This is an optimization exercise on Yosys and OpenROAD, whose aim is small area, a short achievable clock period and few clock cycles, not a production implementation.
At most, simulation tests tie the RTL to the original design; equivalence was not proved.
For runs 1 to 3, only the layout was checked, not whether the RTL still works.
Power and IR drop assume default switching activity.

--- design/flow/run.sh ---
#!/bin/bash
# synth_recipe.tcl (not shown) runs the flow's synth.tcl, then flattens the netlist and writes it again
# the make line also repeats each setting of config.mk as NAME=value (left out here)
make -C /OpenROAD-flow-scripts/flow DESIGN_CONFIG=/design/flow/config.mk WORK_HOME=/design/flow/orfs CLKGATE_MAP_FILE= SYNTH_SCRIPT=/design/flow/synth_recipe.tcl finish
--- design/flow/config.mk ---
export PLATFORM = sky130hd
export DESIGN_NAME = mem_unit
export DESIGN_NICKNAME = mem_unit
export VERILOG_FILES = /design/flow/design.v
export SDC_FILE = /design/flow/constraint.sdc
export NUM_CORES = 4
export LEC_CHECK = 0
export CAP_MARGIN = 20
export CORE_MARGIN = 2
export CORE_UTILIZATION = 40
export SETUP_SLACK_MARGIN = 2.6
export SLEW_MARGIN = 20
--- design/flow/constraint.sdc ---
create_clock -name core_clock -period 5.0 [get_ports {clk_in}]
set_input_delay 1.0000 -clock core_clock [delete_from_list [all_inputs] [get_ports {clk_in}]]
set_output_delay 1.0000 -clock core_clock [all_outputs]
set_load 0.01 [all_outputs]
--- design/flow/design.v ---
`timescale 1ns/1ps
`default_nettype none
package mem_pkg;
  typedef logic [31:0] addr_t;
  typedef logic [31:0] word_t;
  typedef logic [7:0]  byte_t;
  typedef logic [1:0]  size_t;
  localparam logic [1:0] IO_SELECT = 2'b11;  
endpackage
`default_nettype wire
`timescale 1ns/1ps
`default_nettype none
module mem_unit (
  input  logic                   clk_in,
  input  logic                   rst_in,
  input  logic                   rdy_in,
  input  logic                   fetch_en,
  input  mem_pkg::addr_t         fetch_addr,
  output logic                   fetch_done,
  output mem_pkg::word_t         fetch_data,
  input  logic                   load_en,
  input  mem_pkg::addr_t         load_addr,
  input  mem_pkg::size_t         load_size,
  output logic                   load_done,
  output mem_pkg::word_t         load_data,
  input  logic                   store_en,
  input  mem_pkg::addr_t         store_addr,
  input  mem_pkg::size_t         store_size,
  input  mem_pkg::word_t         store_data,
  output logic                   store_done,
  input  logic                   flush_in,
  input  logic                   io_buffer_full,
  input  mem_pkg::byte_t         mem_din,
  output mem_pkg::byte_t         mem_dout,
  output mem_pkg::addr_t         mem_a,
  output logic                   mem_wr
);
  logic        f_out;       
  logic        s_val;       
  logic [15:0] sw;
  logic [2:0]  fc;
  logic [1:0]  fl;
  logic [31:0] fa;          
  logic        fdin;        
  logic [1:0]  fdl;
  logic        f_sub;       
  logic        d_busy;
  logic        d_st;        
  logic        d_io;        
  logic [17:0] d_q;         
  logic [1:0]  d_idx;       
  logic [1:0]  d_last;      
  logic [31:0] sd;          
  logic        ldin;        
  logic [1:0]  req_size, req_last;
  logic [17:0] req_addr;
  logic        stall;
  logic        d_go;        
  logic        f_new;       
  logic [15:0] c_sw;
  logic [2:0]  c_fc;
  logic        c_out;
  logic        f_go;        
  logic [31:0] lv;
  assign req_size = load_en ? load_size : store_size;
  assign req_last = req_size[1] ? 2'd3 : {1'b0, req_size[0]};
  assign req_addr = load_en ? load_addr[17:0] : store_addr[17:0];
  assign stall    = d_st && d_io && io_buffer_full;
  assign d_go     = d_busy && !stall;
  assign f_new    = fetch_en && !(s_val && fetch_addr[17:2] == sw);
  assign c_sw     = fetch_en ? fetch_addr[17:2] : sw;
  assign c_fc     = f_new ? 3'd0 : fc;
  assign c_out    = fetch_en || (f_out && !flush_in);
  assign f_go     = !d_busy && !c_fc[2] && (c_out || s_val) && !f_new;
  assign mem_a    = {14'd0, d_busy ? d_q : {sw, fl}};    
  assign mem_dout = sd[7:0];
  assign mem_wr   = rdy_in && d_busy && d_st && !stall;
  always_comb
    for (int j = 0; j < 4; j++)
      fetch_data[8*j +: 8] = (f_sub && fdl == j) ? mem_din : fa[8*j +: 8];
  always_comb
  begin
    case (d_last)
      2'd0:    lv = ldin ? 32'd0 : {24'd0, sd[31:24]};
      2'd1:    lv = ldin ? {24'd0, sd[31:24]} : {16'd0, sd[31:16]};
      default: lv = ldin ? {8'd0, sd[31:8]} : sd;
    endcase
    load_data = lv;
    if (ldin)
      load_data[8*d_last +: 8] = mem_din;
  end
  always_ff @(posedge clk_in)
  begin
    if (fdin)
      fa[8*fdl +: 8] <= mem_din;
    if (rdy_in && store_en)
      sd <= store_data;
    else if (ldin || (rdy_in && d_go && d_st))
      sd <= {mem_din, sd[31:8]};
  end
  always_ff @(posedge clk_in)
  begin
    if (rst_in)
    begin
      f_out      <= 1'b0;
      s_val      <= 1'b0;
      fc         <= 3'd0;
      fdin       <= 1'b0;
      f_sub      <= 1'b0;
      ldin       <= 1'b0;
      d_busy     <= 1'b0;
      fetch_done <= 1'b0;
      load_done  <= 1'b0;
      store_done <= 1'b0;
    end
    else if (!rdy_in)
    begin
      fdin  <= 1'b0;
      f_sub <= 1'b0;
      ldin  <= 1'b0;
    end
    else
    begin
      fetch_done <= 1'b0;
      load_done  <= 1'b0;
      store_done <= 1'b0;
      ldin       <= d_go && !d_st;
      if (load_en || store_en)
      begin
        d_busy <= 1'b1;
        d_st   <= store_en;
        d_io   <= (req_addr[17:16] == mem_pkg::IO_SELECT);
        d_q    <= req_addr;
        d_idx  <= 2'd0;
        d_last <= req_last;
        store_done <= store_en && req_last == 2'd0 &&
                      (req_addr[17:16] != mem_pkg::IO_SELECT);
      end
      else if (d_go)
      begin
        d_q   <= d_q + 18'd1;
        d_idx <= d_idx + 2'd1;
        if (d_idx == d_last)
        begin
          d_busy     <= 1'b0;
          load_done  <= !d_st;
          store_done <= d_st && d_io;
        end
        else if (d_st && !d_io && d_idx + 2'd1 == d_last)
          store_done <= 1'b1;  
      end
      fdin  <= f_go;
      fdl   <= fl;
      f_sub <= f_go && c_out && c_fc == 3'd3;
      if (f_go)
        fl <= fl + 2'd1;
      if (fetch_en)
        s_val <= 1'b1;
      if (c_out && (c_fc[2] || (f_go && c_fc == 3'd3)))
      begin
        fetch_done <= 1'b1;
        f_out      <= 1'b0;
        sw         <= c_sw + 16'd1;
        fc         <= 3'd0;
      end
      else
      begin
        f_out <= c_out;
        sw    <= c_sw;
        fc    <= c_fc + {2'd0, f_go};
      end
    end
  end
endmodule
`default_nettype wire
==> impl_results.md, run 1 <==
* Core Area at 20000 um2
* CTS tree: done
* CP top delay family: buffers and inverters
* DP HPWL at 17100 um
* Req. time, crit path at 4000 ps
* Hold Slack at 466 ps
* Kind of critical path: reg2out
* Mean Syn Cell Area at 9.77 um2
* Commonest non-fill, non-tap cell in the layout: edfxtp_1
* Pwr per Cell Area at 254 nW/um2
* DIE WIDTH at 146 um
* Hold/Removal Path Class: reg2reg
* CTS Hold Buffers Added at 0
* Global route overflow at 0
* Gp weighted congestion at 0.825
* Most Frequent Cell on Critical Path: buf_6
* Sw frac at 26.4%
* Max-cap viol count at 0
* Number of global-route vias before repair at 7403
* Flop pwr share at 36.7%
* Antenna violations before repair at 1
* EDFF count, synth at 108
* Register-to-Register Path Depth at 8
* Initial Utilization at 40.4%
* Inserted Clock Buffers at 17
* Routed len/inst at 19.4 um
* Clk slew on worst S/H paths at 60 ps
* Power share of the combinational group at 22.6%
* Buf+Inv Stages, Crit Path at 5
* Max stage delay cell, worst path: edfxtp_1
* Std cell rows at 52
* H-tree depth at 4
* Final setup vio count at 0
* IO buf count at 197
* Clock network power share at 40.7%
* Clock period minus worst slack at 3280 ps
* Crit-path cells: buf_6, ha_4, buf_6, or2_4, nor2_4, buf_6, buf_6, a22o_1, buf_2
* Clock latency on the worst-skew pair at 430 ps
* Prevailing post-synth register cell: edfxtp_1
* Crit. End Element: output port
* DR vias/cell at 5.34
* Status: complete, no violations
* Max Clk Rate at 305 MHz
* Final wirelength at 27300 um
* Setup_tns at 0 ps
* Final net count at 1289
* Slowest stage delay, CP at 490 ps
* Hold path cells at 2
* I/O pin count at 256
* DIE HEIGHT at 146 um
* Internal at 2.44 mW
* Startpoint class of the critical path: flip-flop
* Clock Skew at 9.45 ps
* Share of cells above drive strength 1 at 43.1%
* Register area share after synthesis at 43.0%
* P&R area growth vs syn at 61.0%
* DRT Pass-1 Iters at 5
* WP data arrival at 2280 ps
* Net Switching at 0.877 mW
* Yosys warns at 1
* Max-Slew Margin vs Limit at 38.0%
* Critical path depth in cells at 9
* First-pass GRT wire length at 40800 um
* # clock sinks at 120
* # fillers at 1636
* Worst-case clock buffer depth at 2
* Post-Syn Area at 8100 um2
* Period utilization at 65.5%
* Worst slew pin tran at 924 ps
* Post-synth ARST share at 0%
* Final hold viol count at 0
* Cells after Synth at 829
* DR vias at 7531
* GRT Total Usage at 24.5%
* # DRC at 0
* Lkg Pwr at 5.29 nW
* Die area at 21400 um2
* Root Driver: clkbuf_16
* Routed Antenna Nets at 0
* Reg2Reg Setup Slack at 2640 ps
* Post-synth cell types at 58
* First DRT Iteration DRCs at 519
* Worst-path fanout max at 5
* Worst IR drop on VDD at 0.255 mV
* RSZ-0062 raised after global routing: yes
* Pins Over Slew Limit at 0
* Commonest cells after routing, fill and taps aside: 108 x edfxtp_1, 101 x buf_6, 83 x clkdlybuf4s50_1
* Yosys reg bits at 120
* Largest net degree at the start of global routing at 47
flip-flops by register name (all words and copies together), names as in the netlist, 2 cells and up:
name    flops
d_idx       2
d_last      2
d_q        18
fa         32
fc          3
fdl         2
fl          2
sd         32
sw         16
power groups by stage:
stage                     sequential (mW)  clock [mW]  combinational (mW)
final                                1.22        1.35               0.749
after global routing                 1.22        1.41               0.800
after CTS                            1.21        1.36               0.706
after detailed placement             1.24           0               0.610
after global placement               1.24           0               0.606
after floorplan                      1.22           0               0.384
layout make-up:
type / instances / area [um2] / area share [%]
sequential: 120 / 3490 / 26.8
tap: 270 / 338 / 2.59
antenna: 1 / 2.50 / 0.0192
multi-input combinational: 610 / 5160 / 39.6
clock inverter: 13 / 201 / 1.55
inverter: 43 / 170 / 1.31
timing repair buffer: 333 / 3250 / 24.9
clock buffer: 19 / 433 / 3.32
worst register-to-register path: stages (launching register included):
cell,delay (ps)
dfxtp_4,360
buf_12,130
buf_4,150
and3b_1,290
o22ai_4,100
or3_4,350
or4_4,520
xor2_1,130
mux2i_1,90
metrics by stage:
stage	instance area (um2)	util (%)	total power, mW	std cells	setup WS, ps
floorplan	8940	-	1.60	842	1820
global placement	10700	53.2	1.85	1247	1210
detailed placement	10700	53.2	1.85	1247	1190
CTS	12400	62.0	3.28	1385	1710
global route	13000	65.1	3.43	1409	1640
finish	13000	65.1	3.32	1409	1720
cells by family after synthesis:
kind of cell,synth area share (%)
simple gates,13.6
compound gates,14.3
flops,43.0
buf+inv,6.46
mux,14.9
xor+xnor,5.19
fa+ha+maj,2.47
other cells,0.0463
timing repair:
item,CTS,global route
pin swaps,56,41
setup endpoints to repair,159,159
setup buffers,103,22
resized for setup,558,124
hold endpoints to repair,0,0
cloned,3,1
Yosys cell counts, types with 4 or more instances:
cell      instances  area share [%]
o22ai_1           4            0.31
clkbuf_1         32             1.5
o21a_1            7            0.65
o21ai_0          77             4.8
nand2_1          93             4.3
and3_1            8            0.62
buf_4            22             2.0
nand4_1           7            0.54
ha_1             16             2.5
a22o_1           16             1.7
a22oi_1          10            0.93
mux2i_1          20             2.5
nand2b_1          6            0.46
mux2_2           89              12
buf_2             4            0.25
or2_2             4            0.31
nor2_1           39             1.8
inv_1            43             2.0
nor3_1           16            0.99
xnor2_1          32             3.5
a221oi_1          6            0.65
nor2b_1          11            0.85
a21oi_1          44             2.7
edfxtp_1        108              40
xor2_1           16             1.7
buf_1            12            0.56
nand3_1          26             1.6
dfxtp_1          12             3.0
routing by layer:
| metal | share of wire [%] | vias to the layer above | track usage, % | wire (um) |
|---|---|---|---|---|
| met5 | 0 | - | 0 | 0 |
| met1 | 43 | 3638 | 31.9 | 11700 |
| met2 | 48 | 282 | 40.0 | 13200 |
| li1 | - | 3576 | - | - |
| met4 | 2.5 | 0 | 9.37 | 681 |
| met3 | 6.3 | 35 | 5.75 | 1720 |
worst paths after layout:
kind	startpoint	end
setup / recovery	d_last[0]$_DFFE_PP_	load_data[27]
hold / removal	f_out$_SDFFE_PP0P_	f_out$_SDFFE_PP0P_
setup reg to reg	d_busy$_SDFFE_PP0P_	sw[12]$_DFFE_PP_
hold reg to reg	f_out$_SDFFE_PP0P_	f_out$_SDFFE_PP0P_
==> run 2, diff against run 1 <==
--- a/design/flow/design.v
+++ b/design/flow/design.v
@@ -41,3 +41,2 @@
   logic [2:0]  fc;
-  logic [1:0]  fl;
   logic [31:0] fa;          
@@ -54,2 +53,3 @@
   logic        ldin;        
+  logic        l_fin;       
   logic [1:0]  req_size, req_last;
@@ -59,7 +59,4 @@
   logic        f_new;       
-  logic [15:0] c_sw;
-  logic [2:0]  c_fc;
   logic        c_out;
   logic        f_go;        
-  logic [31:0] lv;
   assign req_size = load_en ? load_size : store_size;
@@ -70,23 +67,10 @@
   assign f_new    = fetch_en && !(s_val && fetch_addr[17:2] == sw);
-  assign c_sw     = fetch_en ? fetch_addr[17:2] : sw;
-  assign c_fc     = f_new ? 3'd0 : fc;
   assign c_out    = fetch_en || (f_out && !flush_in);
-  assign f_go     = !d_busy && !c_fc[2] && (c_out || s_val) && !f_new;
-  assign mem_a    = {14'd0, d_busy ? d_q : {sw, fl}};    
+  assign f_go     = !d_busy && !fc[2] && (c_out || s_val) && !f_new;
+  assign mem_a    = {14'd0, d_busy ? d_q : {sw, fc[1:0]}};
   assign mem_dout = sd[7:0];
   assign mem_wr   = rdy_in && d_busy && d_st && !stall;
-  always_comb
-    for (int j = 0; j < 4; j++)
-      fetch_data[8*j +: 8] = (f_sub && fdl == j) ? mem_din : fa[8*j +: 8];
-  always_comb
-  begin
-    case (d_last)
-      2'd0:    lv = ldin ? 32'd0 : {24'd0, sd[31:24]};
-      2'd1:    lv = ldin ? {24'd0, sd[31:24]} : {16'd0, sd[31:16]};
-      default: lv = ldin ? {8'd0, sd[31:8]} : sd;
-    endcase
-    load_data = lv;
-    if (ldin)
-      load_data[8*d_last +: 8] = mem_din;
-  end
+  assign fetch_data = {f_sub ? mem_din : fa[31:24], fa[23:0]};
+  assign load_data  = d_last[1] ? {mem_din, sd[31:8]} :
+                      d_last[0] ? {16'd0, mem_din, sd[31:24]} : {24'd0, mem_din};
   always_ff @(posedge clk_in)
@@ -97,3 +81,3 @@
       sd <= store_data;
-    else if (ldin || (rdy_in && d_go && d_st))
+    else if ((ldin && !l_fin) || (rdy_in && d_go && d_st))
       sd <= {mem_din, sd[31:8]};
@@ -110,2 +94,3 @@
       ldin       <= 1'b0;
+      l_fin      <= 1'b0;
       d_busy     <= 1'b0;
@@ -120,2 +105,8 @@
       ldin  <= 1'b0;
+      l_fin <= 1'b0;
+      if (l_fin)
+      begin
+        d_busy    <= 1'b1;
+        load_done <= 1'b0;
+      end
     end
@@ -127,2 +118,3 @@
       ldin       <= d_go && !d_st;
+      l_fin      <= 1'b0;
       if (load_en || store_en)
@@ -140,4 +132,2 @@
       begin
-        d_q   <= d_q + 18'd1;
-        d_idx <= d_idx + 2'd1;
         if (d_idx == d_last)
@@ -146,15 +136,25 @@
           load_done  <= !d_st;
+          l_fin      <= !d_st;
           store_done <= d_st && d_io;
         end
-        else if (d_st && !d_io && d_idx + 2'd1 == d_last)
-          store_done <= 1'b1;  
+        else
+        begin
+          d_q   <= d_q + 18'd1;
+          d_idx <= d_idx + 2'd1;
+          if (d_st && !d_io && d_idx + 2'd1 == d_last)
+            store_done <= 1'b1;  
+        end
       end
       fdin  <= f_go;
-      fdl   <= fl;
-      f_sub <= f_go && c_out && c_fc == 3'd3;
-      if (f_go)
-        fl <= fl + 2'd1;
+      fdl   <= fc[1:0];
+      f_sub <= f_go && c_out && fc == 3'd3;
       if (fetch_en)
         s_val <= 1'b1;
-      if (c_out && (c_fc[2] || (f_go && c_fc == 3'd3)))
+      if (f_new)
+      begin
+        f_out <= 1'b1;
+        sw    <= fetch_addr[17:2];
+        fc    <= 3'd0;
+      end
+      else if (c_out && (fc[2] || (f_go && fc == 3'd3)))
       begin
@@ -162,3 +162,3 @@
         f_out      <= 1'b0;
-        sw         <= c_sw + 16'd1;
+        sw         <= sw + 16'd1;
         fc         <= 3'd0;
@@ -168,4 +168,3 @@
         f_out <= c_out;
-        sw    <= c_sw;
-        fc    <= c_fc + {2'd0, f_go};
+        fc    <= fc + {2'd0, f_go};
       end
==> run 2 against run 1 <==
  * Sequential share of layout area grew 4.8 points
  * Die area is 12% lower
  * Via count fell by 21%
  * Highest routed layer unchanged
==> impl_results.md, run 2 <==
* Clk slew on worst S/H paths at 50 ps (was 60 ps)
* Commonest cells after routing, fill and taps aside: 111 x clkdlybuf4s50_1, 106 x edfxtp_1, 64 x buf_6 (was 108 x edfxtp_1, 101 x buf_6, 83 x clkdlybuf4s50_1)
* DRT Pass-1 Iters at 5 (unchanged)
* Pwr per Cell Area at 277 nW/um2 (was 254 nW/um2)
* Register area share after synthesis at 48.3% (was 43.0%)
* Pins Over Slew Limit at 0 (unchanged)
* Flop pwr share at 39.0% (was 36.7%)
* First DRT Iteration DRCs at 325 (was 519)
* Post-synth cell types at 49 (was 58)
* Max-Slew Margin vs Limit at 40.6% (was 38.0%)
* Synth top area share at 44.6% (was 40.1%)
* H-tree depth at 4 (unchanged)
* GRT Total Usage at 22.1% (was 24.5%)
* Crit. End Element: flip-flop (was output port)
* Clock Skew at 9.26 ps (was 9.45 ps)
* WP data arrival at 3140 ps (was 2280 ps)
* Max-cap viol count at 0 (unchanged)
* Post-synth top area cell: edfxtp_1 (unchanged)
* Routed len/inst at 19.1 um (was 19.4 um)
* Pre-CTS worst setup slack at 1220 ps (was 1190 ps)
* Post-synthesis adder-cell area fraction at 1.40% (was 2.47%)
* DIE HEIGHT at 138 um (was 146 um)
* CTS tree: done (unchanged)
* Top cells by area, synth: edfxtp_1 45%, mux2_2 10%, o21ai_0 5.1%, buf_4 5.1%, nand2_1 4.4% (was edfxtp_1 40%, mux2_2 12%, o21ai_0 4.8%, nand2_1 4.3%, xnor2_1 3.5%)
* Sw frac at 24.1% (was 26.4%)
* P&R area growth vs syn at 53.2% (was 61.0%)
* Post-synthesis mux area share at 12.3% (was 14.9%)
* Global route overflow at 0 (unchanged)
* Cells after Synth at 696 (was 829)
* Post-Syn Area at 7130 um2 (was 8100 um2)
* Max stage delay cell, worst path: or2_4 (was edfxtp_1)
* Dpl cells at 1057 (was 1247)
* RSZ-0062 raised after global routing: yes (unchanged)
* IO buf count at 197 (unchanged)
* Internal at 2.29 mW (was 2.44 mW)
* Final wirelength at 22000 um (was 27300 um)
* Share of cells above drive strength 1 at 36.0% (was 43.1%)
* # fillers at 1354 (was 1636)
* Synth cell count leaders: 106 x edfxtp_1, 84 x nand2_1, 72 x o21ai_0 (was 108 x edfxtp_1, 93 x nand2_1, 89 x mux2_2)
* Largest net degree at the start of global routing at 33 (was 47)
* Req. time, crit path at 5300 ps (was 4000 ps)
* Inserted Clock Buffers at 17 (unchanged)
* # clock sinks at 119 (was 120)
* Final worst setup slack at 2170 ps (was 1720 ps)
* Number of global-route vias before repair at 5696 (was 7403)
* # DRC at 0 (unchanged)
* First-pass GRT wire length at 31200 um (was 40800 um)
* Startpoint class of the critical path: primary input (was flip-flop)
* Clock network power share at 41.7% (was 40.7%)
* Period utilization at 56.7% (was 65.5%)
* Kind of critical path: in2reg (was reg2out)
* Hold/Removal Path Class: reg2reg (unchanged)
* Status: complete, no violations (unchanged)
* Mean Syn Cell Area at 10.2 um2 (was 9.77 um2)
* I/O pin count at 256 (unchanged)
* Prevailing post-synth register cell: edfxtp_1 (unchanged)
* Fin cells at 1149 (was 1409)
* CP top delay family: simple AND/OR/NAND/NOR gates (was buffers and inverters)
* Final setup vio count at 0 (unchanged)
* Worst-path fanout max at 3 (was 5)
* Die area at 18900 um2 (was 21400 um2)
* Multi-input logic area at 3610 um2 (was 5160 um2)
* Yosys warns at 1 (unchanged)
* Power share of the combinational group at 19.3% (was 22.6%)
* Max Clk Rate at 353 MHz (was 305 MHz)
* Slowest stage delay, CP at 280 ps (was 490 ps)
* Buf+Inv Stages, Crit Path at 1 (was 5)
* Std cell rows at 48 (was 52)
* Lkg Pwr at 4.33 nW (was 5.29 nW)
* Final net count at 1067 (was 1289)
* Antenna violations before repair at 0 (was 1)
* Most common cell in the synthesized netlist: edfxtp_1 (unchanged)
* Clock latency on the worst-skew pair at 420 ps (was 430 ps)
* Crit-path cells: clkdlybuf4s15_1, xor2_1, nor4_2, nand3_2, or2_4, a2111oi_4, ha_2, ha_4, o31ai_4, nand2_2, a21oi_2, a41o_1 (was buf_6, ha_4, buf_6, or2_4, nor2_4, buf_6, buf_6, a22o_1, buf_2)
* Post-Synth XOR/XNOR Area at 6.14% (was 5.19%)
* Root Driver: clkbuf_16 (unchanged)
* EDFF count, synth at 106 (was 108)
* Compound-gate portion of the synthesized area at 9.45% (was 14.3%)
* Yosys reg bits at 119 (was 120)
* Hold Slack at 480 ps (was 466 ps)
* Setup_tns at 0 ps (unchanged)
* DR vias/cell at 5.17 (was 5.34)
* Routed Antenna Nets at 0 (unchanged)
* Core Area at 17400 um2 (was 20000 um2)
* Net Switching at 0.729 mW (was 0.877 mW)
* CTS Hold Buffers Added at 0 (unchanged)
* Seq. cell area at 3450 um2 (was 3490 um2)
* DR vias at 5940 (was 7531)
* Final hold viol count at 0 (unchanged)
* Post-Synth Simple-Gate Area at 13.1% (was 13.6%)
* Largest family of logic cells by synthesized area: simple AND/OR/NAND/NOR gates (was multiplexers)
* DP HPWL at 13900 um (was 17100 um)
* Clock period minus worst slack at 2830 ps (was 3280 ps)
* Antenna fix cells at 0 (was 1)
* Post-synth ARST share at 0% (unchanged)
* Initial Utilization at 41.1% (was 40.4%)
* Gp weighted congestion at 0.841 (was 0.825)
* Worst IR drop on VDD at 0.234 mV (was 0.255 mV)
* Worst-case clock buffer depth at 2 (unchanged)
* Biggest regs: fa x32, sd x32, d_q x18 (unchanged)
* Commonest non-fill, non-tap cell in the layout: clkdlybuf4s50_1 (was edfxtp_1)
* DIE WIDTH at 138 um (was 146 um)
* Worst slew pin tran at 890 ps (was 924 ps)
run 2: final timing paths:
kind	startpoint	endpoint	slack [ps]	depth (start not counted)
setup / recovery	fetch_addr[3]	fc[2]$_SDFFE_PP0P_	2170	12
setup reg to reg	sw[2]$_DFFE_PP_	sw[15]$_DFFE_PP_	2260	9
hold reg to reg	f_out$_SDFFE_PP0P_	f_out$_SDFFE_PP0P_	480	2
hold / removal	f_out$_SDFFE_PP0P_	f_out$_SDFFE_PP0P_	480	2
run 2: final cells by class:
type                            count  area share, %
Clock inverter                     11           1.42
Clock buffer                       21           4.03
Tap cell                          225           2.58
Sequential cell                   119           31.6
Inverter                           42           1.44
Timing Repair Buffer              264           25.9
Multi-Input combinational cell    467           33.0
run 2: cells by family after synthesis:
logic type	Yosys count
xor gates and xnor gates	50
adders and majority gates	8
AOI/OAI and AO/OA	115
other	1
and+or+nand+nor	199
buffers and inverters	124
muxes	80
DFF	119
run 2: routing by layer:
layer / routed length [um] / vias to the layer above / part of all wire [%] / global-route usage [%]
li1: - / 2827 / - / -
met1: 8850 / 2845 / 40 / 27.0
met2: 11000 / 248 / 50 / 38.3
met3: 1810 / 20 / 8.2 / 5.74
met4: 351 / 0 / 1.6 / 6.53
met5: 0 / - / 0 / 0
run 2: power by group through the flow:
stage	logic, mW	clock network [mW]	registers [mW]
floorplan	0.248	0	1.18
detailed placement	0.432	0	1.21
global placement	0.427	0	1.21
CTS	0.488	1.28	1.17
finish	0.585	1.26	1.18
global route	0.624	1.32	1.18
run 2: what timing repair did:
item | 4_1_cts | 5_1_grt
gates resized for setup | 432 | 170
setup endpoints to repair | 121 | 147
buffers inserted | 40 | 12
hold endpoints to repair | 0 | 0
gates cloned | 4 | 4
pin swaps | 23 | 32
run 2: metrics by stage:
| stage | power, mW | utilization, % | instance area, um2 |
|---|---|---|---|
| after floorplan | 1.43 | - | 7320 |
| after detailed placement | 1.64 | 52.2 | 9070 |
| after CTS | 2.94 | 58.3 | 10100 |
| final | 3.02 | 63.0 | 10900 |
| after global placement | 1.63 | 52.2 | 9070 |
| after global routing | 3.12 | 63.0 | 10900 |
run 2: tightest hold or removal path: stages, from the launching register on:
cell,delay (ps)
dfxtp_1,330
a21oi_1,60
o21ai_0,60
==> run 3, diff against run 2 <==
--- a/design/flow/config.mk
+++ b/design/flow/config.mk
@@ -10,3 +10,2 @@
 export CORE_UTILIZATION = 40
-export SETUP_SLACK_MARGIN = 2.6
 export SLEW_MARGIN = 20
==> run 3 against run 2 <==
  * Still clean
  * Power fell by 12%
  * Worst hold slack got worse by 17 ps
  * Die area did not move
  * Critical path type is now in2out
==> impl_results.md, run 3 <==
* Max stage delay cell, worst path: clkdlybuf4s50_1 (was or2_4)
* Final wirelength at 19000 um (was 22000 um)
* Commonest non-fill, non-tap cell in the layout: clkdlybuf4s50_1 (unchanged)
* Core Area at 17400 um2 (unchanged)
* CTS tree: done (unchanged)
* Std cell rows at 48 (unchanged)
* EDFF count, synth at 106 (unchanged)
* Worst IR drop on VDD at 0.242 mV (was 0.234 mV)
* Commonest cells after routing, fill and taps aside: 197 x clkdlybuf4s50_1, 106 x edfxtp_1, 84 x nand2_1 (was 111 x clkdlybuf4s50_1, 106 x edfxtp_1, 64 x buf_6)
* Lkg Pwr at 3.49 nW (was 4.33 nW)
* P&R area growth vs syn at 33.5% (was 53.2%)
* Worst-case clock buffer depth at 2 (unchanged)
* First-pass GRT wire length at 28800 um (was 31200 um)
* Clock Skew at 6.46 ps (was 9.26 ps)
* RSZ-0062 raised after global routing: no (was yes)
* Post-synth ARST share at 0% (unchanged)
* Kind of critical path: in2out (was in2reg)
* Max Clk Rate at 262 MHz (was 353 MHz)
* DIE WIDTH at 138 um (unchanged)
* Req. time, crit path at 4000 ps (was 5300 ps)
* Die area at 18900 um2 (unchanged)
* Antenna fix cells at 0 (unchanged)
* Pwr per Cell Area at 279 nW/um2 (was 277 nW/um2)
* Startpoint class of the critical path: primary input (unchanged)
* Max-cap viol count at 0 (unchanged)
* Register-to-Register Path Depth at 11 (was 9)
* DIE HEIGHT at 138 um (unchanged)
* Slowest stage delay, CP at 760 ps (was 280 ps)
* Critical path depth in cells at 4 (was 12)
* Global route overflow at 0 (unchanged)
* Routed Antenna Nets at 0 (unchanged)
* Hold/Removal Path Class: reg2reg (unchanged)
* Clock latency on the worst-skew pair at 420 ps (about the same)
* CP top delay family: buffers and inverters (was simple AND/OR/NAND/NOR gates)
* WP data arrival at 2820 ps (was 3140 ps)
* H-tree depth at 4 (unchanged)
* Cells after Synth at 696 (unchanged)
* Most common cell in the synthesized netlist: edfxtp_1 (unchanged)
* Share of cells above drive strength 1 at 12.8% (was 36.0%)
* Setup_tns at 0 ps (unchanged)
* Largest net degree at the start of global routing at 39 (was 33)
* Most Frequent Cell on Critical Path: clkdlybuf4s50_1
* Root Driver: clkbuf_16 (unchanged)
* Yosys warns at 1 (unchanged)
* Inserted Clock Buffers at 17 (unchanged)
* GRT Total Usage at 20.1% (was 22.1%)
* Crit. End Element: output port (was flip-flop)
* Post-Syn Area at 7130 um2 (unchanged)
* Status: complete, no violations (unchanged)
* Final net count at 1009 (was 1067)
* Number of global-route vias before repair at 5307 (was 5696)
* Post-synth top area cell: edfxtp_1 (unchanged)
* Gp weighted congestion at 0.853 (was 0.841)
* Register area share after synthesis at 48.3% (unchanged)
* I/O pin count at 256 (unchanged)
* Final hold viol count at 0 (unchanged)
* Setup repair bufs after CTS at 0 (was 40)
* Post-synth cell types at 49 (unchanged)
* # DRC at 0 (unchanged)
* CTS Hold Buffers Added at 0 (unchanged)
* Clk slew on worst S/H paths at 50 ps (about the same)
* Period utilization at 76.3% (was 56.7%)
* Synth cell count leaders: 106 x edfxtp_1, 84 x nand2_1, 72 x o21ai_0 (unchanged)
* Biggest regs: fa x32, sd x32, d_q x18 (unchanged)
* Mean Syn Cell Area at 10.2 um2 (unchanged)
* Initial Utilization at 41.1% (unchanged)
* Pins Over Slew Limit at 0 (unchanged)
* Max-Slew Margin vs Limit at 31.5% (was 40.6%)
* Buf+Inv Stages, Crit Path at 2 (was 1)
* Prevailing post-synth register cell: edfxtp_1 (unchanged)
* Synth top area share at 44.6% (unchanged)
* Finished Core Util at 54.9% (was 63.0%)
* Post-CTS sizing at 0 (was 432)
* DR vias at 5485 (was 5940)
* IO buf count at 197 (unchanged)
* Routed len/inst at 17.5 um (was 19.1 um)
* Worst slew pin tran at 1030 ps (was 890 ps)
* Clock period minus worst slack at 3820 ps (was 2830 ps)
* # clock sinks at 119 (unchanged)
* First DRT Iteration DRCs at 288 (was 325)
* Top cells by area, synth: edfxtp_1 45%, mux2_2 10%, o21ai_0 5.1%, buf_4 5.1%, nand2_1 4.4% (unchanged)
* DR vias/cell at 5.03 (was 5.17)
* Hold path cells at 2 (unchanged)
* DP HPWL at 14000 um (was 13900 um)
* DRT Pass-1 Iters at 4 (was 5)
* Worst-path fanout max at 9 (was 3)
* Final setup vio count at 0 (unchanged)
* Antenna violations before repair at 0 (unchanged)
* Crit-path cells: clkdlybuf4s50_1, nand2_1, o21ai_0, clkdlybuf4s50_1 (was clkdlybuf4s15_1, xor2_1, nor4_2, nand3_2, or2_4, a2111oi_4, ha_2, ha_4, o31ai_4, nand2_2, a21oi_2, a41o_1)
* Yosys reg bits at 119 (unchanged)
run 3: cell counts after synthesis:
No cell type changed its count.
run 3: path summary, 6_finish.rpt:
path | from | slack [ps] | endpoint
setup reg to reg | sw[0]$_DFFE_PP_ | 2090 | fc[2]$_SDFFE_PP0P_
hold / removal | f_out$_SDFFE_PP0P_ | 460 | f_out$_SDFFE_PP0P_
hold reg to reg | f_out$_SDFFE_PP0P_ | 460 | f_out$_SDFFE_PP0P_
setup / recovery | mem_din[3] | 1180 | load_data[11]
run 3: power by group:
| group | switching, mW | internal (mW) | leakage (nW) |
|---|---|---|---|
| clock | 0.429 | 0.616 | 0.240 |
| sequential | 0.0438 | 1.14 | 1.09 |
| combinational | 0.190 | 0.239 | 2.15 |
run 3: worst min-delay path, delay by kind of cell, from the launching register on:
family | cells | cell delay (ps)
AO/OA/AOI/OAI | 2 | 120
flip-flops | 1 | 320
run 3: area by class of cell:
| type | instances | area (um2) |
|---|---|---|
| Fill cell | 1532 | 7830 |
| Clock buffer | 19 | 433 |
| Multi-Input combinational cell | 466 | 3090 |
| Clock inverter | 12 | 63.8 |
| Inverter | 42 | 158 |
| Tap cell | 225 | 282 |
| Sequential cell | 119 | 3440 |
| Timing Repair Buffer | 207 | 2050 |
run 3: routing by layer:
metal	up-vias	track usage, %	wire length, um
li1	2706	-	-
met1	2550	24.8	8060
met2	210	34.4	9140
met3	19	5.30	1610
met4	0	6.24	218
met5	-	0	0
run 3: stage by stage:
stage	worst slack, ps	instances	cell area (um2)	power (mW)	hold WS, ps
4_1_cts	1180	1089	9500	2.68	470
3_5_place_dp	1170	1058	9000	1.63	458
2_1_floorplan	1990	709	7180	1.42	431
3_3_place_gp	1220	1058	9000	1.63	452
5_1_grt	1100	1090	9520	2.76	489
6_report	1180	1090	9520	2.66	462
run 3: cell families (layout without fill, tap and decap cells):
kind of cell	Yosys count	after routing	share of synthesized area [%]
and+or+nand+nor	199	199	13.1
adders and majority gates	8	8	1.40
muxes	80	80	12.3
other	1	14	0.0526
buffers and inverters	124	280	9.28
xor gates and xnor gates	50	50	6.14
DFF	119	119	48.3
AOI/OAI and AO/OA	115	115	9.45
==> run 4, diff against run 3 <==
--- a/design/flow/design.v
+++ b/design/flow/design.v
@@ -59,4 +59,7 @@
   logic        f_new;       
-  logic        c_out;
-  logic        f_go;        
+  logic        c_out;       
+  logic        f_go0;       
+  logic        f_done0;     
+  logic [2:0]  fc0;
+  logic [15:0] sw0;
   assign req_size = load_en ? load_size : store_size;
@@ -66,5 +69,8 @@
   assign d_go     = d_busy && !stall;
+  assign c_out    = fetch_en || (f_out && !flush_in);
+  assign f_go0    = !d_busy && !fc[2] && (c_out || s_val);
+  assign f_done0  = c_out && (fc[2] || (f_go0 && fc == 3'd3));
+  assign fc0      = f_done0 ? 3'd0 : fc + {2'd0, f_go0};
+  assign sw0      = f_done0 ? sw + 16'd1 : sw;
   assign f_new    = fetch_en && !(s_val && fetch_addr[17:2] == sw);
-  assign c_out    = fetch_en || (f_out && !flush_in);
-  assign f_go     = !d_busy && !fc[2] && (c_out || s_val) && !f_new;
   assign mem_a    = {14'd0, d_busy ? d_q : {sw, fc[1:0]}};
@@ -147,25 +153,11 @@
       end
-      fdin  <= f_go;
-      fdl   <= fc[1:0];
-      f_sub <= f_go && c_out && fc == 3'd3;
+      fdin       <= f_go0 && !f_new;
+      fdl        <= fc[1:0];
+      f_sub      <= f_go0 && c_out && fc == 3'd3 && !f_new;
+      fetch_done <= f_done0 && !f_new;
+      f_out      <= f_new || (c_out && !f_done0);
+      fc         <= f_new ? 3'd0 : fc0;
+      sw         <= f_new ? fetch_addr[17:2] : sw0;
       if (fetch_en)
         s_val <= 1'b1;
-      if (f_new)
-      begin
-        f_out <= 1'b1;
-        sw    <= fetch_addr[17:2];
-        fc    <= 3'd0;
-      end
-      else if (c_out && (fc[2] || (f_go && fc == 3'd3)))
-      begin
-        fetch_done <= 1'b1;
-        f_out      <= 1'b0;
-        sw         <= sw + 16'd1;
-        fc         <= 3'd0;
-      end
-      else
-      begin
-        f_out <= c_out;
-        fc    <= fc + {2'd0, f_go};
-      end
     end
--- a/design/flow/config.mk
+++ b/design/flow/config.mk
@@ -10,2 +10,3 @@
 export CORE_UTILIZATION = 40
+export SETUP_SLACK_MARGIN = 2.6
 export SLEW_MARGIN = 20
==> run 4 against run 3 <==
  * Non-clock buffer count is 70 higher
  * Count of clock-buffer cells in the layout is 2 lower
  * Final cell count is 6.9% higher
  * Critical path type is now reg2out
  * Largest power group is now clock
  * Routed wire length increased by 14%
  * Still clean on timing, DRC and antenna
  * Die area is 0.71% higher
==> impl_results.md, run 4 <==
* Synth top area share at 44.3% (was 44.6%)
* EDFF count, synth at 106 (unchanged)
* Antenna violations before repair at 0 (unchanged)
* Clock latency on the worst-skew pair at 420 ps (about the same)
* Prevailing post-synth register cell: edfxtp_1 (unchanged)
* Hold/Removal Path Class: reg2reg (unchanged)
* First-pass GRT wire length at 33200 um (was 28800 um)
* Pwr per Cell Area at 270 nW/um2 (was 279 nW/um2)
* P&R area growth vs syn at 52.4% (was 33.5%)
* DR vias at 6012 (was 5485)
* CTS Hold Buffers Added at 0 (unchanged)
* First DRT Iteration DRCs at 318 (was 288)
* Max Clk Rate at 394 MHz (was 262 MHz)
* Cells after Synth at 699 (was 696)
* DIE WIDTH at 138 um (about the same)
* CTS tree: done (unchanged)
* Most Frequent Cell on Critical Path: buf_12 (was clkdlybuf4s50_1)
* Pins Over Slew Limit at 0 (unchanged)
* Worst-case clock buffer depth at 2 (unchanged)
* Most common cell in the synthesized netlist: edfxtp_1 (unchanged)
* Number of global-route vias before repair at 5922 (was 5307)
* Final net count at 1079 (was 1009)
* DIE HEIGHT at 138 um (about the same)
* Final hold viol count at 0 (unchanged)
* Gp weighted congestion at 0.838 (was 0.853)
* Kind of critical path: reg2out (was in2out)
* Synth cell count leaders: 106 x edfxtp_1, 85 x nand2_1, 73 x o21ai_0 (was 106 x edfxtp_1, 84 x nand2_1, 72 x o21ai_0)
* WP data arrival at 1540 ps (was 2820 ps)
* Crit-path cells: buf_12, buf_12, buf_8, and2_4, buf_6 (was clkdlybuf4s50_1, nand2_1, o21ai_0, clkdlybuf4s50_1)
* Startpoint class of the critical path: flip-flop (was primary input)
* I/O pin count at 256 (unchanged)
* # clock sinks at 119 (unchanged)
* GRT Total Usage at 22.1% (was 20.1%)
* Biggest regs: fa x32, sd x32, d_q x18 (unchanged)
* Final worst setup slack at 2460 ps (was 1180 ps)
* Post-place instance area at 9030 um2 (was 9000 um2)
* Root Driver: clkbuf_16 (unchanged)
* RSZ-0062 raised after global routing: yes (was no)
* Clock Skew at 7.94 ps (was 6.46 ps)
* Std cell rows at 49 (was 48)
* Yosys warns at 1 (unchanged)
* Share of cells above drive strength 1 at 38.4% (was 12.8%)
* Max-Slew Margin vs Limit at 35.7% (was 31.5%)
* Global route overflow at 0 (unchanged)
* Commonest cells after routing, fill and taps aside: 106 x edfxtp_1, 106 x clkdlybuf4s50_1, 63 x nand2_1 (was 197 x clkdlybuf4s50_1, 106 x edfxtp_1, 84 x nand2_1)
* Cell area after layout at 11000 um2 (was 9520 um2)
* Post-synth cell types at 53 (was 49)
* Post-Syn Area at 7190 um2 (was 7130 um2)
* Core Area at 17800 um2 (was 17400 um2)
* Post-synth top area cell: edfxtp_1 (unchanged)
* Period utilization at 50.7% (was 76.3%)
* Antenna fix cells at 0 (unchanged)
* Register area share after synthesis at 47.9% (was 48.3%)
* Worst slew pin tran at 955 ps (was 1030 ps)
* Routed len/inst at 18.7 um (was 17.5 um)
* Post-synth ARST share at 0% (unchanged)
* Clk slew on worst S/H paths at 50 ps (about the same)
* Largest net degree at the start of global routing at 33 (was 39)
* Yosys reg bits at 119 (unchanged)
* Pwr Total at 2.96 mW (was 2.66 mW)
* Setup_tns at 0 ps (unchanged)
* Die area at 19100 um2 (was 18900 um2)
* Clock period minus worst slack at 2540 ps (was 3820 ps)
* Final setup vio count at 0 (unchanged)
* Pre-CTS worst setup slack at 1080 ps (was 1170 ps)
* # DRC at 0 (unchanged)
* Worst IR drop on VDD at 0.253 mV (was 0.242 mV)
* IO buf count at 197 (unchanged)
* Worst-path fanout max at 7 (was 9)
* DP HPWL at 13800 um (was 14000 um)
* Crit. End Element: output port (unchanged)
* Initial Utilization at 40.4% (was 41.1%)
* Mean Syn Cell Area at 10.3 um2 (was 10.2 um2)
* Slowest stage delay, CP at 430 ps (was 760 ps)
* DRT Pass-1 Iters at 5 (was 4)
* Max-cap viol count at 0 (unchanged)
* Lkg Pwr at 4.39 nW (was 3.49 nW)
* Final wirelength at 21800 um (was 19000 um)
* Inserted Clock Buffers at 17 (unchanged)
* Max stage delay cell, worst path: edfxtp_1 (was clkdlybuf4s50_1)
* Top cells by area, synth: edfxtp_1 44%, mux2_2 9.6%, o21ai_0 5.1%, buf_4 4.8%, nand2_1 4.4% (was edfxtp_1 45%, mux2_2 10%, o21ai_0 5.1%, buf_4 5.1%, nand2_1 4.4%)
* DR vias/cell at 5.16 (was 5.03)
* H-tree depth at 4 (unchanged)
* Routed Antenna Nets at 0 (unchanged)
* Status: complete, no violations (unchanged)
* Req. time, crit path at 4000 ps (about the same)
[run 4: changes by cell type in the layout (fill, tap and decap cells not counted), sizes merged, moves of 5 or more]
cell / before / now
clkbuf: 19 / 25
nor3: 15 / 9
xor2: 35 / 24
buf: 10 / 153
xnor2: 15 / 23
clkdlybuf4s50: 197 / 106
clkdlybuf4s15: 0 / 5
nand3: 25 / 30
nor2: 29 / 23
[run 4: final cells by class]
class                           instances  area [um2]
Fill cell                            1452        6830
Multi-Input combinational cell        464        3640
Sequential cell                       119        3450
Timing Repair Buffer                  277        2810
Clock buffer                           17         425
Tap cell                              229         287
Inverter                               44         173
Clock inverter                         15         156
[run 4: critical path, delay by kind of cell, from the launching register on]
| kind | cells | cell delay (ps) |
|---|---|---|
| AND/OR/NAND/NOR | 1 | 130 |
| buffers and inverters | 4 | 550 |
| flip-flops | 1 | 430 |
[run 4: report_power, final]
part | switching, mW | total, mW | leakage (nW) | internal, mW
Sequential | 0.0392 | 1.18 | 1.09 | 1.14
Clock | 0.465 | 1.20 | 0.273 | 0.732
Combinational | 0.257 | 0.581 | 3.02 | 0.324
Total | 0.761 | 2.96 | 4.39 | 2.20
[run 4: what timing repair did]
action                     CTS  global route
pin swaps                   34            20
setup endpoints to repair  207           170
resized for setup          427           163
gates cloned                 5             3
setup buffers               49            20
[run 4: final timing paths]
kind,startpoint,endpoint,slack [ps],cells past startpoint
setup / recovery,d_last[1]$_DFFE_PP_,load_data[29],2460,5
hold / removal,store_done$_SDFFE_PP0P_,store_done$_SDFFE_PP0P_,500,2
setup reg to reg,d_busy$_SDFFE_PP0P_,sd[10]$_DFFE_PP_,2630,11
hold reg to reg,store_done$_SDFFE_PP0P_,store_done$_SDFFE_PP0P_,500,2
[run 4: cell families after synthesis]
kind of cell               synth area share [%]
and+or+nand+nor                            13.4
other                                    0.0522
buffers and inverters                      9.51
muxes                                      13.0
AOI/OAI and AO/OA                          9.00
adders and majority gates                  1.39
xor gates and xnor gates                   5.73
DFF                                        47.9
[run 4: through the flow]
| step | utilization [%] | instances | hold WS [ps] |
|---|---|---|---|
| after floorplan | - | 712 | 473 |
| final | 61.6 | 1165 | 496 |
| after CTS | 58.2 | 1142 | 495 |
| after global placement | 50.8 | 1056 | 482 |
| after global routing | 61.6 | 1165 | 534 |
| after detailed placement | 50.8 | 1056 | 485 |
[run 4: layer usage]
metal	GRT usage, %	share of wire (%)	routed length (um)	up-vias
li1	-	-	-	2851
met1	29.3	44	9540	2876
met2	36.4	47	10300	261
met3	5.44	7.4	1610	24
met4	6.28	1.3	284	0
met5	0	0	0	-
Testbench counts of run 4, summed over its fixed seeds: cycles 66,661.
==> run 5, diff against run 4 <==
==> design/flow/flow/run.sh (new file) <==
#!/bin/bash
# Standard layout, with the port buffers made of plain buf_1 cells
# (the default pick is the slower and larger clkdlybuf4s50_1); the
# resizer still sizes them up where timing or slew needs it.
set -euo pipefail
export BUFFER_PORTS_ARGS="-buffer_cell sky130_fd_sc_hd__buf_1"
bash standard.sh > flow_make.log 2>&1
==> design/flow/standard.sh (new file) <==
#!/bin/bash
# synth_recipe.tcl (not shown) runs the flow's synth.tcl, then flattens the netlist and writes it again
# the make line also repeats each setting of config.mk as NAME=value (left out here)
make -C /OpenROAD-flow-scripts/flow DESIGN_CONFIG=/design/flow/config.mk WORK_HOME=/design/flow/orfs CLKGATE_MAP_FILE= SYNTH_SCRIPT=/design/flow/synth_recipe.tcl "${@:-finish}"
--- a/design/flow/config.mk
+++ b/design/flow/config.mk
@@ -10,2 +10,5 @@
 export CORE_UTILIZATION = 40
+export CTS_BUF_LIST = sky130_fd_sc_hd__clkbuf_8
+export CTS_CLUSTER_DIAMETER = 100
+export CTS_CLUSTER_SIZE = 30
 export SETUP_SLACK_MARGIN = 2.6
removed: design/flow/run.sh
==> run 5 against run 4 <==
  * Clock skew rose by 4.0 ps
  * Highest routed layer unchanged
  * Clock power is 24% lower
  * First-iteration DRC count up 4.1%
  * Largest power group is now registers
==> impl_results.md, run 5 <==
* Crit. End Element: output port (unchanged)
* Worst-case clock buffer depth at 2 (unchanged)
* Final setup vio count at 0 (unchanged)
* Post-Syn Area at 7190 um2 (unchanged)
* Clock Skew at 12.0 ps (was 7.94 ps)
* I/O pin count at 256 (unchanged)
* DRT Pass-1 Iters at 5 (unchanged)
* Antenna fix cells at 0 (unchanged)
* Buf+Inv Stages, Crit Path at 2 (was 4)
* # fillers at 1552 (was 1452)
* Max stage delay cell, worst path: nor2_4 (was edfxtp_1)
* GRT Total Usage at 19.7% (was 22.1%)
* Crit-path cells: buf_1, nand2_2, nand3_2, nor2_4, buf_6 (was buf_12, buf_12, buf_8, and2_4, buf_6)
* DP HPWL at 12700 um (was 13800 um)
* Std cell rows at 49 (unchanged)
* Multi-input logic area at 3390 um2 (was 3640 um2)
* WP data arrival at 1540 ps (about the same)
* DIE WIDTH at 138 um (unchanged)
* Post-synth cell types at 53 (unchanged)
* Routed Antenna Nets at 0 (unchanged)
* Inserted Clock Buffers at 17 (unchanged)
* Hold Slack at 492 ps (was 496 ps)
* Power share of the combinational group at 18.9% (was 19.6%)
* Post-synth ARST share at 0% (unchanged)
* Initial Utilization at 40.4% (unchanged)
* Startpoint class of the critical path: primary input (was flip-flop)
* Seq. cell area at 3450 um2 (unchanged)
* Internal at 1.84 mW (was 2.20 mW)
* Biggest regs: fa x32, sd x32, d_q x18 (unchanged)
* Yosys warns at 1 (unchanged)
* Routed len/inst at 18.1 um (was 18.7 um)
* Pwr per Cell Area at 272 nW/um2 (was 270 nW/um2)
* CP top delay family: simple AND/OR/NAND/NOR gates (was buffers and inverters)
* Worst IR drop on VDD at 0.165 mV (was 0.253 mV)
* Clk slew on worst S/H paths at 70 ps (was 50 ps)
* Req. time, crit path at 4000 ps (about the same)
* Die area at 19100 um2 (unchanged)
* Register area share after synthesis at 47.9% (unchanged)
* First DRT Iteration DRCs at 331 (was 318)
* Cells after Synth at 699 (unchanged)
* Pre-CTS worst setup slack at 1690 ps (was 1080 ps)
* H-tree depth at 4 (unchanged)
* Final hold viol count at 0 (unchanged)
* First-pass GRT wire length at 29600 um (was 33200 um)
* Clock period minus worst slack at 2540 ps (about the same)
* # clock sinks at 119 (unchanged)
* Gp weighted congestion at 0.812 (was 0.838)
* Max Clk Rate at 394 MHz (about the same)
* Final wirelength at 20500 um (was 21800 um)
* Setup_tns at 0 ps (unchanged)
* IO buf count at 197 (unchanged)
* Max-cap viol count at 0 (unchanged)
* Max-Slew Margin vs Limit at 39.1% (was 35.7%)
* Kind of critical path: in2out (was reg2out)
* P&R area growth vs syn at 31.4% (was 52.4%)
* Core Area at 17800 um2 (unchanged)
* Pins Over Slew Limit at 0 (unchanged)
* Largest net degree at the start of global routing at 50 (was 33)
* Final net count at 1046 (was 1079)
* Top cells by area, synth: edfxtp_1 44%, mux2_2 9.6%, o21ai_0 5.1%, buf_4 4.8%, nand2_1 4.4% (unchanged)
* Worst slew pin tran at 907 ps (was 955 ps)
* Hold/Removal Path Class: reg2reg (unchanged)
* CTS tree: done (unchanged)
* Commonest cells after routing, fill and taps aside: 128 x buf_1, 106 x edfxtp_1, 71 x nand2_1 (was 106 x edfxtp_1, 106 x clkdlybuf4s50_1, 63 x nand2_1)
* Commonest non-fill, non-tap cell in the layout: buf_1
* Global route overflow at 0 (unchanged)
* Root Driver: clkbuf_8 (was clkbuf_16)
* Period utilization at 50.8% (was 50.7%)
* Net Switching at 0.732 mW (was 0.761 mW)
* Status: complete, no violations (unchanged)
* Sw frac at 28.5% (was 25.7%)
* Post-synth top area cell: edfxtp_1 (unchanged)
* RSZ-0062 raised after global routing: yes (unchanged)
* Number of global-route vias before repair at 5338 (was 5922)
* Prevailing post-synth register cell: edfxtp_1 (unchanged)
* Antenna violations before repair at 0 (unchanged)
* Slowest stage delay, CP at 120 ps (was 430 ps)
* Flop pwr share at 45.8% (was 39.9%)
* DR vias/cell at 5.12 (was 5.16)
* Mean Syn Cell Area at 10.3 um2 (unchanged)
* Final worst setup slack at 2460 ps (about the same)
* Clock latency on the worst-skew pair at 450 ps (was 420 ps)
* # DRC at 0 (unchanged)
* EDFF count, synth at 106 (unchanged)
* Worst-path fanout max at 2 (was 7)
* DR vias at 5798 (was 6012)
* Synth top area share at 44.3% (unchanged)
* Yosys reg bits at 119 (unchanged)
* Most common cell in the synthesized netlist: edfxtp_1 (unchanged)
* Synth cell count leaders: 106 x edfxtp_1, 85 x nand2_1, 73 x o21ai_0 (unchanged)
* Share of cells above drive strength 1 at 31.2% (was 38.4%)
* DIE HEIGHT at 138 um (unchanged)
* Clock network power share at 35.3% (was 40.4%)
* Lkg Pwr at 3.66 nW (was 4.39 nW)
## run 5: cell counts after synthesis
No cell type changed its count.
## run 5: what timing repair did
action / 4_1_cts / 5_1_grt
setup buffers: 28 / 7
cloned: 1 / 8
pin swaps: 10 / 19
hold buffers: 0 / 0
setup endpoints to repair: 164 / 117
resized for setup: 146 / 119
## run 5: final timing paths
| kind | start | slack (ps) | end | cells past startpoint |
|---|---|---|---|---|
| setup / recovery | io_buffer_full | 2460 | mem_wr | 5 |
| hold / removal | store_done$_SDFFE_PP0P_ | 490 | store_done$_SDFFE_PP0P_ | 2 |
| setup reg to reg | d_last[1]$_DFFE_PP_ | 2660 | d_q[13]$_DFFE_PP_ | 6 |
| hold reg to reg | store_done$_SDFFE_PP0P_ | 490 | store_done$_SDFFE_PP0P_ | 2 |
## run 5: kinds of logic after synthesis
group                    count (synthesis)  share of synthesized area [%]
AND/OR/NAND/NOR                        198                           13.4
buffers and inverters                  130                           9.51
flip-flops                             119                           47.9
AO/OA/AOI/OAI                          114                           9.00
multiplexers                            82                           13.0
XOR/XNOR                                47                           5.73
adder cells (fa/ha/maj)                  8                           1.39
other                                    1                         0.0522
## run 5: per-layer routing
| metal | share of wire [%] | vias to the layer above | global-route usage, % |
|---|---|---|---|
| met4 | 1.4 | 0 | 5.32 |
| met1 | 43 | 2732 | 26.6 |
| met3 | 8.8 | 20 | 5.61 |
| li1 | - | 2789 | - |
| met2 | 47 | 257 | 31.3 |
| met5 | 0 | - | 0 |
## run 5: layout make-up
cell class,count,share of cell area (%)
clock buffer,17,2.48
clock inverter,15,1.75
inverter,44,1.79
multi-input combinational,464,35.9
sequential,119,36.5
tap,229,3.03
timing repair buffer,244,18.5
## run 5: through the flow
| step | std cells | total power, mW | cell area (um2) | util [%] |
|---|---|---|---|---|
| floorplan | 712 | 1.44 | 7340 | - |
| global placement | 1056 | 1.53 | 7800 | 43.9 |
| detailed placement | 1056 | 1.54 | 7800 | 43.9 |
| CTS | 1117 | 2.52 | 8890 | 50.0 |
| global route | 1132 | 2.67 | 9440 | 53.1 |
| finish | 1132 | 2.57 | 9440 | 53.1 |
## run 5: power by group through the flow
| stage | registers, mW | clock network, mW | logic (mW) |
|---|---|---|---|
| floorplan | 1.19 | 0 | 0.256 |
| global placement | 1.20 | 0 | 0.329 |
| detailed placement | 1.21 | 0 | 0.331 |
| CTS | 1.18 | 0.921 | 0.418 |
| global route | 1.18 | 0.968 | 0.522 |
| finish | 1.18 | 0.908 | 0.485 |
## run 5: tightest hold or removal path: stages, from the launching register on
cell,delay (ps)
dfxtp_1,320
nor2_1,80
a211oi_1,50
==> run 6, diff against run 5 <==
--- a/design/flow/config.mk
+++ b/design/flow/config.mk
@@ -10,5 +10,2 @@
 export CORE_UTILIZATION = 40
-export CTS_BUF_LIST = sky130_fd_sc_hd__clkbuf_8
-export CTS_CLUSTER_DIAMETER = 100
-export CTS_CLUSTER_SIZE = 30
 export SETUP_SLACK_MARGIN = 2.6
==> run 6 against run 5 <==
  * Final cell count is essentially flat
  * Synthesized area stayed put
  * Critical endpoint is now load_data[2]
  * Sequential power about the same
  * Fmax grew 0.99%
  * Critical path type unchanged
  * Non-clock buffer count down 1
  * Clock skew down 1.6 ps
  * Highest routed layer unchanged
  * First-iteration DRC count rose by 22%
  * Setup slack gained 25 ps
  * Sequential share of layout area is 0.24 points lower
  * Register-to-register slack better by 30 ps
  * Via count decreased by 0.38%
==> impl_results.md, run 6 <==
* Fin cells at 1131 (was 1132)
* Gp weighted congestion at 0.812 (unchanged)
* DIE HEIGHT at 138 um (unchanged)
* Largest family of logic cells by synthesized area: simple AND/OR/NAND/NOR gates (unchanged)
* WP data arrival at 1510 ps (was 1540 ps)
* Pwr per Cell Area at 303 nW/um2 (was 272 nW/um2)
* Synth top area share at 44.3% (unchanged)
* Post-Synth XOR/XNOR Area at 5.73% (unchanged)
* Worst-case clock buffer depth at 2 (unchanged)
* I/O pin count at 256 (unchanged)
* Core Area at 17800 um2 (unchanged)
* Worst slew pin tran at 912 ps (was 907 ps)
* Crit. End Element: output port (unchanged)
* GRT Total Usage at 19.7% (about the same)
* Worst-path fanout max at 6 (was 2)
* Clock latency on the worst-skew pair at 410 ps (was 450 ps)
* Most common cell in the synthesized netlist: edfxtp_1 (unchanged)
* Dpl cells at 1056 (unchanged)
* Post-synthesis mux area share at 13.0% (unchanged)
* Synth cell count leaders: 106 x edfxtp_1, 85 x nand2_1, 73 x o21ai_0 (unchanged)
* Period utilization at 50.3% (was 50.8%)
* P&R area growth vs syn at 32.2% (was 31.4%)
* First-pass GRT wire length at 29800 um (was 29600 um)
* Antenna fix cells at 0 (unchanged)
* CTS tree: done (unchanged)
* EDFF count, synth at 106 (unchanged)
* DRT Pass-1 Iters at 5 (unchanged)
* Yosys reg bits at 119 (unchanged)
* Post-synthesis adder-cell area fraction at 1.39% (unchanged)
* Max Clk Rate at 398 MHz (was 394 MHz)
* Hold/Removal Path Class: reg2reg (unchanged)
* Antenna violations before repair at 0 (unchanged)
* Std cell rows at 49 (unchanged)
* Pre-CTS worst setup slack at 1690 ps (unchanged)
* DR vias at 5776 (was 5798)
* Busiest grt layer: met2 (unchanged)
* Post-Syn Area at 7190 um2 (unchanged)
* Routed Antenna Nets at 0 (unchanged)
* Commonest cells after routing, fill and taps aside: 136 x buf_1, 106 x edfxtp_1, 72 x nand2_1 (was 128 x buf_1, 106 x edfxtp_1, 71 x nand2_1)
* Cells after Synth at 699 (unchanged)
* First DRT Iteration DRCs at 404 (was 331)
* Max-cap viol count at 0 (unchanged)
* Mean Syn Cell Area at 10.3 um2 (unchanged)
* Max-Slew Margin vs Limit at 38.7% (was 39.1%)
* Clock period minus worst slack at 2510 ps (was 2540 ps)
* Post-synth top area cell: edfxtp_1 (unchanged)
* Kind of critical path: in2out (unchanged)
* IO buf count at 197 (unchanged)
* Share of cells above drive strength 1 at 28.7% (was 31.2%)
* # fillers at 1545 (was 1552)
* # clock sinks at 119 (unchanged)
* Routed len/inst at 17.9 um (was 18.1 um)
* Global route overflow at 0 (unchanged)
* Final wirelength at 20300 um (was 20500 um)
* Req. time, crit path at 4000 ps (about the same)
* GR Util met1 at 26.8% (was 26.6%)
* Post-synth cell types at 53 (unchanged)
* DR vias/cell at 5.11 (was 5.12)
* Number of global-route vias before repair at 5379 (was 5338)
* Largest net degree at the start of global routing at 50 (unchanged)
* # DRC at 0 (unchanged)
* Post-Synth Simple-Gate Area at 13.4% (unchanged)
* Top cells by area, synth: edfxtp_1 44%, mux2_2 9.6%, o21ai_0 5.1%, buf_4 4.8%, nand2_1 4.4% (unchanged)
* RSZ-0062 raised after global routing: yes (unchanged)
* Commonest non-fill, non-tap cell in the layout: buf_1 (unchanged)
* Reg2Reg Setup Slack at 2690 ps (was 2660 ps)
* Biggest regs: fa x32, sd x32, d_q x18 (unchanged)
* Root Driver: clkbuf_16 (was clkbuf_8)
* Pins Over Slew Limit at 0 (unchanged)
* Startpoint class of the critical path: primary input (unchanged)
* Final hold viol count at 0 (unchanged)
* Clk slew on worst S/H paths at 50 ps (was 70 ps)
* Setup_tns at 0 ps (unchanged)
* H-tree depth at 4 (unchanged)
* Prevailing post-synth register cell: edfxtp_1 (unchanged)
* Clock Skew at 10.4 ps (was 12.0 ps)
* Final net count at 1045 (was 1046)
* GR Util met2 at 32.0% (was 31.3%)
* Die area at 19100 um2 (unchanged)
* Register area share after synthesis at 47.9% (unchanged)
* GR Util met3 at 4.75% (was 5.61%)
* Status: complete, no violations (unchanged)
* Hold Slack at 488 ps (was 492 ps)
* Final worst setup slack at 2490 ps (was 2460 ps)
* DP HPWL at 12700 um (unchanged)
* Finished Core Util at 53.4% (was 53.1%)
* Inserted Clock Buffers at 17 (unchanged)
* Initial Utilization at 40.4% (unchanged)
* Final setup vio count at 0 (unchanged)
* Post-synth ARST share at 0% (unchanged)
* Lkg Pwr at 3.66 nW (about the same)
* Yosys warns at 1 (unchanged)
* Compound-gate portion of the synthesized area at 9.00% (unchanged)
* DIE WIDTH at 138 um (unchanged)
* Worst IR drop on VDD at 0.283 mV (was 0.165 mV)
[run 6: cell counts after synthesis]
No cell type changed its count.
[run 6: layer usage]
layer | vias to the layer above | wire (um)
met5 | - | 0
met4 | 0 | 231
li1 | 2789 | -
met2 | 266 | 9610
met3 | 19 | 1520
met1 | 2702 | 8920
[run 6: repair_timing]
action,CTS,global route
resized for setup,136,87
setup buffers,27,7
endpoints found under the setup margin,165,83
hold buffers,0,0
pin swaps,11,6
gates cloned,2,7
[run 6: cell type report]
class                   instances  area (um2)  area share (%)
clock inverters                15         165            1.74
inverters                      44         166            1.75
multi-input cells             464        3350            35.2
well taps                     229         287            3.02
repair buffers                243        1660            17.5
clock buffers                  17         425            4.48
flip-flops and latches        119        3450            36.3
[run 6: through the flow]
| stage | power, mW | cell area (um2) |
|---|---|---|
| 6_report | 2.88 | 9500 |
| 5_1_grt | 2.98 | 9500 |
| 4_1_cts | 2.84 | 9050 |
| 3_5_place_dp | 1.54 | 7800 |
| 3_3_place_gp | 1.53 | 7800 |
| 2_1_floorplan | 1.44 | 7340 |
[run 6: cell families after synthesis]
group / after synthesis
multiplexers: 82
AND/OR/NAND/NOR: 198
adder cells (fa/ha/maj): 8
other: 1
AO/OA/AOI/OAI: 114
buffers and inverters: 130
XOR/XNOR: 47
flip-flops: 119
[run 6: path summary, 6_finish.rpt]
| kind | from | to | cells past startpoint |
|---|---|---|---|
| setup reg to reg | d_last[1]$_DFFE_PP_ | d_q[0]$_DFFE_PP_ | 6 |
| hold / removal | store_done$_SDFFE_PP0P_ | store_done$_SDFFE_PP0P_ | 2 |
| setup / recovery | mem_din[2] | load_data[2] | 4 |
| hold reg to reg | store_done$_SDFFE_PP0P_ | store_done$_SDFFE_PP0P_ | 2 |
[run 6: critical path: stages]
cell and delay [ps]:
buf_12 120, mux2i_2 160, o21ai_1 80, buf_2 140
[run 6: power breakdown]
group | internal (mW) | switching, mW | total, mW
logic | 0.231 | 0.234 | 0.465
clock network | 0.745 | 0.491 | 1.24
registers | 1.14 | 0.0368 | 1.18
total | 2.12 | 0.762 | 2.88

port drivers added, routing unchanged:
The flow's constraints put no driver on any port. The routed layouts listed below were extracted and timed again, unchanged, in two steps. Step 1 sets driving cells, clkbuf_16 on the clock port and buf_2 on the other inputs (assumed; they add their load-dependent delay and slew). Step 2 moves the port delays by t, midway between the first and last clock arrival at a register: inputs arrive t later, outputs are due t later. That takes back most of the time a late clock gives input paths. a / b / c = ideal / step 1 / step 2; a / b = the first two.
| run | shift t [ns] | slack for setup (ns) | worst setup path after step 2 | clock arrival spread, ns |
|---|---|---|---|---|
| run 1 | 0.465 | 1.723 / 1.679 / 2.043 | input to register | 0.011 / 0.010 |
| run 2 | 0.453 | 2.165 / 2.176 / 1.723 | input to register | 0.012 / 0.012 |
| run 3 | 0.454 | 1.183 / 1.156 / 1.156 | input to output | 0.007 / 0.008 |
| run 4 | 0.460 | 2.464 / 2.422 / 2.034 | input to register | 0.008 / 0.008 |
| run 5 | 0.476 | 2.461 / 2.405 / 2.259 | input to register | 0.012 / 0.012 |
| run 6 | 0.446 | 2.486 / 2.432 / 2.259 | input to register | 0.010 / 0.010 |
After both steps setup and hold are still met in every run listed. The setup slack of run 2, which loses most, moves by +0.011 ns with the drivers and by -0.442 ns with both steps.
